Background: an optimization exercise with open tools, aiming at small area. Do not read the settings as production practice. At most, simulation tests tie the RTL to the original design; equivalence was not proved. Power figures rest on the tool's default switching activity, not on a simulated workload.

juniper:
// md_exec_unit
module md_exec_unit
(
    input  logic               clk,
    input  logic               reset,
    input  logic               req_valid,
    input  logic [3:0]         op,
    input  logic [63:0]        srca,
    input  logic [63:0]        srcb,
    input  logic               hold,
    input  logic               flush,
    output logic               exe_is_waiting,
    output logic               result_valid,
    output logic [63:0]        result
);
Settings: LEC_CHECK=0, ABC_AREA=1, CAP_MARGIN=0, CORE_MARGIN=2, CORE_UTILIZATION=65, CTS_BUF_LIST=sky130_fd_sc_hd__clkbuf_4, SLEW_MARGIN=0; clock period 5.5 ns.
standard.sh (not shown) runs the stock make flow with config.mk's settings and CLKGATE_MAP_FILE= SYNTH_SCRIPT=/design/flow/synth_recipe.tcl, a recipe that flattens the netlist after the stock synthesis.
==> flow/flow/run.sh <==
#!/bin/bash
# The standard layout (standard.sh), with two changes:
# - the port buffers are the smallest buffer cell, sky130_fd_sc_hd__buf_1;
# - clock tree synthesis inserts no dummy loads and clusters up to 9 sinks
#   per clkbuf_4 leaf buffer.
# All of the make output goes to standard_sh.log; ORFS keeps its per-step
# logs under orfs/logs.
set -euo pipefail
export BUFFER_PORTS_ARGS="-buffer_cell sky130_fd_sc_hd__buf_1"
export CTS_ARGS="-sink_clustering_enable -repair_clock_nets -dont_use_dummy_load -buf_list sky130_fd_sc_hd__clkbuf_4 -sink_clustering_size 9 -sink_clustering_max_diameter 50"
bash standard.sh > standard_sh.log 2>&1
juniper has completed all stages; timing, DRC and antenna checks passed.
What lagoon does differently from juniper at the input level:
Settings: setting CTS_CLUSTER_DIAMETER to 50 for the first time; setting CTS_CLUSTER_SIZE to 9 for the first time.
==> flow/run.sh (new file) <==
#!/bin/bash
# synth_recipe.tcl (not shown) runs the flow's synth.tcl, then flattens the netlist and writes it again
# the make line also repeats each setting of config.mk as NAME=value (left out here)
make -C /OpenROAD-flow-scripts/flow DESIGN_CONFIG=/design/flow/config.mk WORK_HOME=/design/flow/orfs CLKGATE_MAP_FILE= SYNTH_SCRIPT=/design/flow/synth_recipe.tcl finish
removed: flow/flow/run.sh
removed: flow/standard.sh
Results
The lower worst hold slack across all endpoints of lagoon and juniper is in juniper. lagoon vs. juniper: number of optimization iterations in the first detailed-route pass now larger, growth of design area from synthesis to finish now sits higher. lagoon closes out successfully: all stages finished, all timing, DRC and antenna checks passed.
Here is what was changed in the inputs of amber compared with lagoon.
Settings: CTS_CLUSTER_SIZE no longer set, was 9; CTS_CLUSTER_DIAMETER no longer set, was 50; CTS_BUF_LIST no longer set, was sky130_fd_sc_hd__clkbuf_4; CORE_UTILIZATION now 78, was 65.
==> flow/flow/run.sh (new file) <==
#!/bin/bash
# The standard layout (standard.sh), with two changes:
# - the port buffers are the smallest buffer cell, sky130_fd_sc_hd__buf_1;
# - clock tree synthesis inserts no dummy loads and clusters up to 9 sinks
#   per clkbuf_4 leaf buffer.
# All of the make output goes to standard_sh.log; ORFS keeps its per-step
# logs under orfs/logs.
set -euo pipefail
export BUFFER_PORTS_ARGS="-buffer_cell sky130_fd_sc_hd__buf_1"
export CTS_ARGS="-sink_clustering_enable -repair_clock_nets -dont_use_dummy_load -buf_list sky130_fd_sc_hd__clkbuf_4 -sink_clustering_size 9 -sink_clustering_max_diameter 50"
bash standard.sh > standard_sh.log 2>&1
==> flow/standard.sh (new file) <==
#!/bin/bash
# synth_recipe.tcl (not shown) runs the flow's synth.tcl, then flattens the netlist and writes it again
# the make line also repeats each setting of config.mk as NAME=value (left out here)
make -C /OpenROAD-flow-scripts/flow DESIGN_CONFIG=/design/flow/config.mk WORK_HOME=/design/flow/orfs CLKGATE_MAP_FILE= SYNTH_SCRIPT=/design/flow/synth_recipe.tcl "${@:-finish}"
removed: flow/run.sh
Notes after the runs:
- amber against lagoon; wire length is up by a few percent.
- The run showing the smaller share of power burned in the clock network is amber.
- Number of non-clock buffers in the layout: amber vs lagoon identical
- Going from lagoon to amber, area growth from synthesis to layout fell 13 points; overall power saw a decrease; net load switching power lost 5.7%.
- Against lagoon as the reference, amber delivers a higher global-route wire length before repair.
- When amber is set beside lagoon, its setup slack after layout turns out to be 38 ps smaller.
[inputs] onyx vs amber
Settings: CORE_UTILIZATION changed from 78 to 65; CTS_BUF_LIST newly set to sky130_fd_sc_hd__clkbuf_4.
==> flow/flow/run.sh <==
#!/bin/bash
set -euo pipefail
export BUFFER_PORTS_ARGS="-buffer_cell sky130_fd_sc_hd__buf_1"
export CTS_ARGS="-sink_clustering_enable -repair_clock_nets -dont_use_dummy_load -buf_list sky130_fd_sc_hd__clkbuf_4 -sink_clustering_size 9 -sink_clustering_max_diameter 50"
bash standard.sh > standard_sh.log 2>&1
### Flow results
What onyx reported for wire length has to be multiplied by 1.05 to get the figure for amber. Of the two candidates, amber has the worse clock skew and onyx the better one. Of onyx and amber, it is onyx that has the lower final standard cell utilization of the core.

---

md_exec_unit, a different RTL version from the one above (not shown whole).
For scale: ~220 flip-flops, roughly 0.011 mm² of cells after synthesis.
export LEC_CHECK = 0
export ABC_AREA = 1
export CAP_MARGIN = 0
export CORE_MARGIN = 2
export CORE_UTILIZATION = 65
export CTS_BUF_LIST = sky130_fd_sc_hd__clkbuf_4
export SLEW_MARGIN = 0
create_clock -name core_clock -period 5.5 [get_ports {clk}]
==> flow/flow/run.sh <==
#!/bin/bash
set -euo pipefail
export BUFFER_PORTS_ARGS="-buffer_cell sky130_fd_sc_hd__buf_1"
export CTS_ARGS="-sink_clustering_enable -repair_clock_nets -buf_list sky130_fd_sc_hd__clkbuf_8 -dont_use_dummy_load -sink_clustering_size 20 -sink_clustering_max_diameter 80"
bash standard.sh > standard_sh.log 2>&1
Next try:
==> flow/flow/run.sh (replaced) <==
#!/bin/bash
# Standard layout, except: the port buffers are the smallest buffer cell, and
# clock tree synthesis inserts no dummy loads.
set -euo pipefail
export BUFFER_PORTS_ARGS="-buffer_cell sky130_fd_sc_hd__buf_1"
export CTS_ARGS="-sink_clustering_enable -repair_clock_nets -buf_list sky130_fd_sc_hd__clkbuf_4 -dont_use_dummy_load"
bash standard.sh > standard_sh.log 2>&1
Synthesized cell count stays the same.
Routed wire length grows by about 1.1%.
Register-to-register slack is about the same.
Worst setup slack gets better by 0.0077 ns.
Cell count grows by 2.5%.
Area after synthesis is unchanged.
Global-route usage grows by 0.60 points.
Sequential share of layout area shrinks by 0.70 points.
Non-clock buffer count is unchanged.

---

## v6
Another version of the RTL of md_exec_unit (not shown whole).
Size: roughly 220 flip-flops, about 200 I/O pins, about 12000 um2 of cells after synthesis.
clock: 5.5 ns
lec_check: 0
abc_area: 1
cap_margin: 0
core_margin: 2
core_utilization: 65
cts_buf_list: sky130_fd_sc_hd__clkbuf_8
cts_cluster_size: 40
slew_margin: 0
run.sh (not shown) runs the stock make flow with config.mk's settings and CLKGATE_MAP_FILE= SYNTH_SCRIPT=/design/flow/synth_recipe.tcl, a recipe that flattens the netlist after the stock synthesis.
Stock flow here: none of the scripts above is used.
v6: done, clean on timing, DRC and antenna
### v6 -> v7
==> flow/flow/run.sh (new file) <==
#!/bin/bash
# Standard layout, except that the port buffers are the smallest buffer cell.
set -euo pipefail
export BUFFER_PORTS_ARGS="-buffer_cell sky130_fd_sc_hd__buf_1"
bash standard.sh > standard_sh.log 2>&1
==> flow/standard.sh (new file) <==
#!/bin/bash
# synth_recipe.tcl (not shown) runs the flow's synth.tcl, then flattens the netlist and writes it again
# the make line also repeats each setting of config.mk as NAME=value (left out here)
make -C /OpenROAD-flow-scripts/flow DESIGN_CONFIG=/design/flow/config.mk WORK_HOME=/design/flow/orfs CLKGATE_MAP_FILE= SYNTH_SCRIPT=/design/flow/synth_recipe.tcl "${@:-finish}"
diff --git a/flow/config.mk b/flow/config.mk
--- a/flow/config.mk
+++ b/flow/config.mk
@@ -10,5 +10,4 @@
 export CORE_MARGIN = 2
 export CORE_UTILIZATION = 65
-export CTS_BUF_LIST = sky130_fd_sc_hd__clkbuf_8
-export CTS_CLUSTER_SIZE = 40
+export CTS_BUF_LIST = sky130_fd_sc_hd__clkbuf_4
 export SLEW_MARGIN = 0
removed: flow/run.sh
==> comparison <==
- In v7, final net count is higher than in v6.
- Detailed-route wire length per cell ended up about 10% lower on v7 than on v6.
- Diff v6 -> v7: final period demand of the worst path now smaller, data required time of the critical path picked up an extra 0.11 ns, clock-buffer cell count saw an increase, power dropped 3.2%, critical path depth went up.
- v6 and v7 ended up with roughly the same clock transition at the registers of the reported paths.
No run of this note included a check of the RTL's function; only the layout flow was run.

---

## willow
RTL: one of the versions met above, not the one the previous note started from.
Size in the first run: ~1,300 cells after synthesis, roughly 220 flip-flops, about 200 I/O pins, about 11,000 um^2 of cells after synthesis.
clock: 5.5 ns
lec_check: 0
abc_area: 1
cap_margin: 0
core_margin: 2
core_utilization: 65
cts_buf_list: sky130_fd_sc_hd__clkbuf_4
slew_margin: 0
standard.sh (not shown) runs the stock make flow with config.mk's settings and CLKGATE_MAP_FILE= SYNTH_SCRIPT=/design/flow/synth_recipe.tcl, a recipe that flattens the netlist after the stock synthesis.
==> flow/flow/run.sh <==
#!/bin/bash
set -euo pipefail
export BUFFER_PORTS_ARGS="-buffer_cell sky130_fd_sc_hd__buf_1"
export CTS_ARGS="-sink_clustering_enable -repair_clock_nets -dont_use_dummy_load -buf_list sky130_fd_sc_hd__clkbuf_8 -sink_clustering_size 16 -sink_clustering_max_diameter 60"
bash standard.sh > standard_sh.log 2>&1
Input changes introduced in zinc (baseline for comparison: willow):
==> flow/flow/run.sh <==
#!/bin/bash
set -euo pipefail
export BUFFER_PORTS_ARGS="-buffer_cell sky130_fd_sc_hd__buf_1"
export CTS_ARGS="-sink_clustering_enable -repair_clock_nets -dont_use_dummy_load -buf_list sky130_fd_sc_hd__clkbuf_16 -sink_clustering_size 27 -sink_clustering_max_diameter 80"
bash standard.sh > standard_sh.log 2>&1
[summary]
Delta (zinc minus willow): cell count shows a reduction of 7, global-route total usage across every layer has remained practically unchanged. The sequential share of layout area on willow is in line with that on zinc. Number of buffers created by CTS (higher): willow. Die area: zinc vs willow identical. As far as maximum net fanout on the critical path goes, zinc and willow are indistinguishable; the numbers are identical. zinc vs willow — area growth from synthesis to layout rose 0.34 points.

---

md_exec_unit with an RTL version that a note above also has.
Size in the first run: about 1400 cells after synthesis, ~220 flip-flops, about 200 I/O pins, roughly 0.012 sq mm of cells after synthesis.
Design md_exec_unit, start of the top module:
module md_exec_unit
(
    input  logic               clk,
    input  logic               reset,
    input  logic               req_valid,
    input  logic [3:0]         op,
    input  logic [63:0]        srca,
    input  logic [63:0]        srcb,
    input  logic               hold,
    input  logic               flush,
    output logic               exe_is_waiting,
    output logic               result_valid,
    output logic [63:0]        result
);
clock: 5.5 ns
lec_check: 0
abc_area: 1
cap_margin: 0
core_margin: 2
core_utilization: 65
cts_buf_list: sky130_fd_sc_hd__clkbuf_4
slew_margin: 0
run.sh (not shown) runs the stock make flow with config.mk's settings and CLKGATE_MAP_FILE= SYNTH_SCRIPT=/design/flow/synth_recipe.tcl, a recipe that flattens the netlist after the stock synthesis.
Stock flow here: none of the scripts above is used.
The first run went through all stages and came out clean.
Next try:
--- a/flow/config.mk
+++ b/flow/config.mk
@@ -12,2 +12,3 @@
 export CTS_BUF_LIST = sky130_fd_sc_hd__clkbuf_4
+export GPL_TIMING_DRIVEN = 0
 export SLEW_MARGIN = 0
Effect: Power falls by 0.39%. Final cell count is higher by 3.4%. Core utilization is higher by 1.1 points. Critical path depth rose by 3. Worst setup slack is worse by 180 ps. Global-route usage grows by 1.8 points. Clock skew shrinks by 10 ps. Count of clock-buffer cells in the layout is lower by 5. Via count rose by 5.0%. Flip-flop and latch count is unchanged. Sequential share of layout area drops by 0.53 points.
No functional check of the RTL was part of any run of this note.

[afterwards: timing with drivers on the ports]
No port has a modelled driver above. Below, the same layouts with a new extraction and two added sets of constraints. Step 1: set_driving_cell puts a clkbuf_16 on clk and a buf_2 on each other input, an assumption about the parent block. Step 2, shift: input delay + t, output delay - t, t = (earliest + latest rising clock arrival at the registers) / 2. This alone moves slack from input paths to output paths. Slacks: ideal ports / drivers / drivers and shift; pairs: ideal ports / drivers.
run	t (ns)	setup WS [ns]	hold slack, ns
juniper	0.703	0.613 / 0.613 / 0.613	0.238 / 0.218 / 0.456
lagoon	0.716	0.576 / 0.576 / 0.576	0.458 / 0.458 / 0.458
amber	0.683	0.539 / 0.539 / 0.539	0.276 / 0.262 / 0.481
onyx	0.703	0.613 / 0.613 / 0.613	0.238 / 0.218 / 0.456
the first run of note 2	0.544	0.613 / 0.613 / 0.613	0.408 / 0.392 / 0.466
the second run of note 2	0.682	0.620 / 0.620 / 0.620	0.277 / 0.263 / 0.456
v6	0.579	0.427 / 0.427 / 0.427	0.457 / 0.457 / 0.457
v7	0.701	0.469 / 0.469 / 0.469	0.363 / 0.346 / 0.455
willow	0.557	0.598 / 0.598 / 0.598	0.399 / 0.377 / 0.449
zinc	0.500	0.562 / 0.562 / 0.562	0.429 / 0.411 / 0.453
the first run of note 5	0.707	0.468 / 0.468 / 0.468	0.459 / 0.459 / 0.459
the second run of note 5	0.737	0.287 / 0.287 / 0.287	0.457 / 0.457 / 0.457
After both steps every run listed still meets setup and hold.
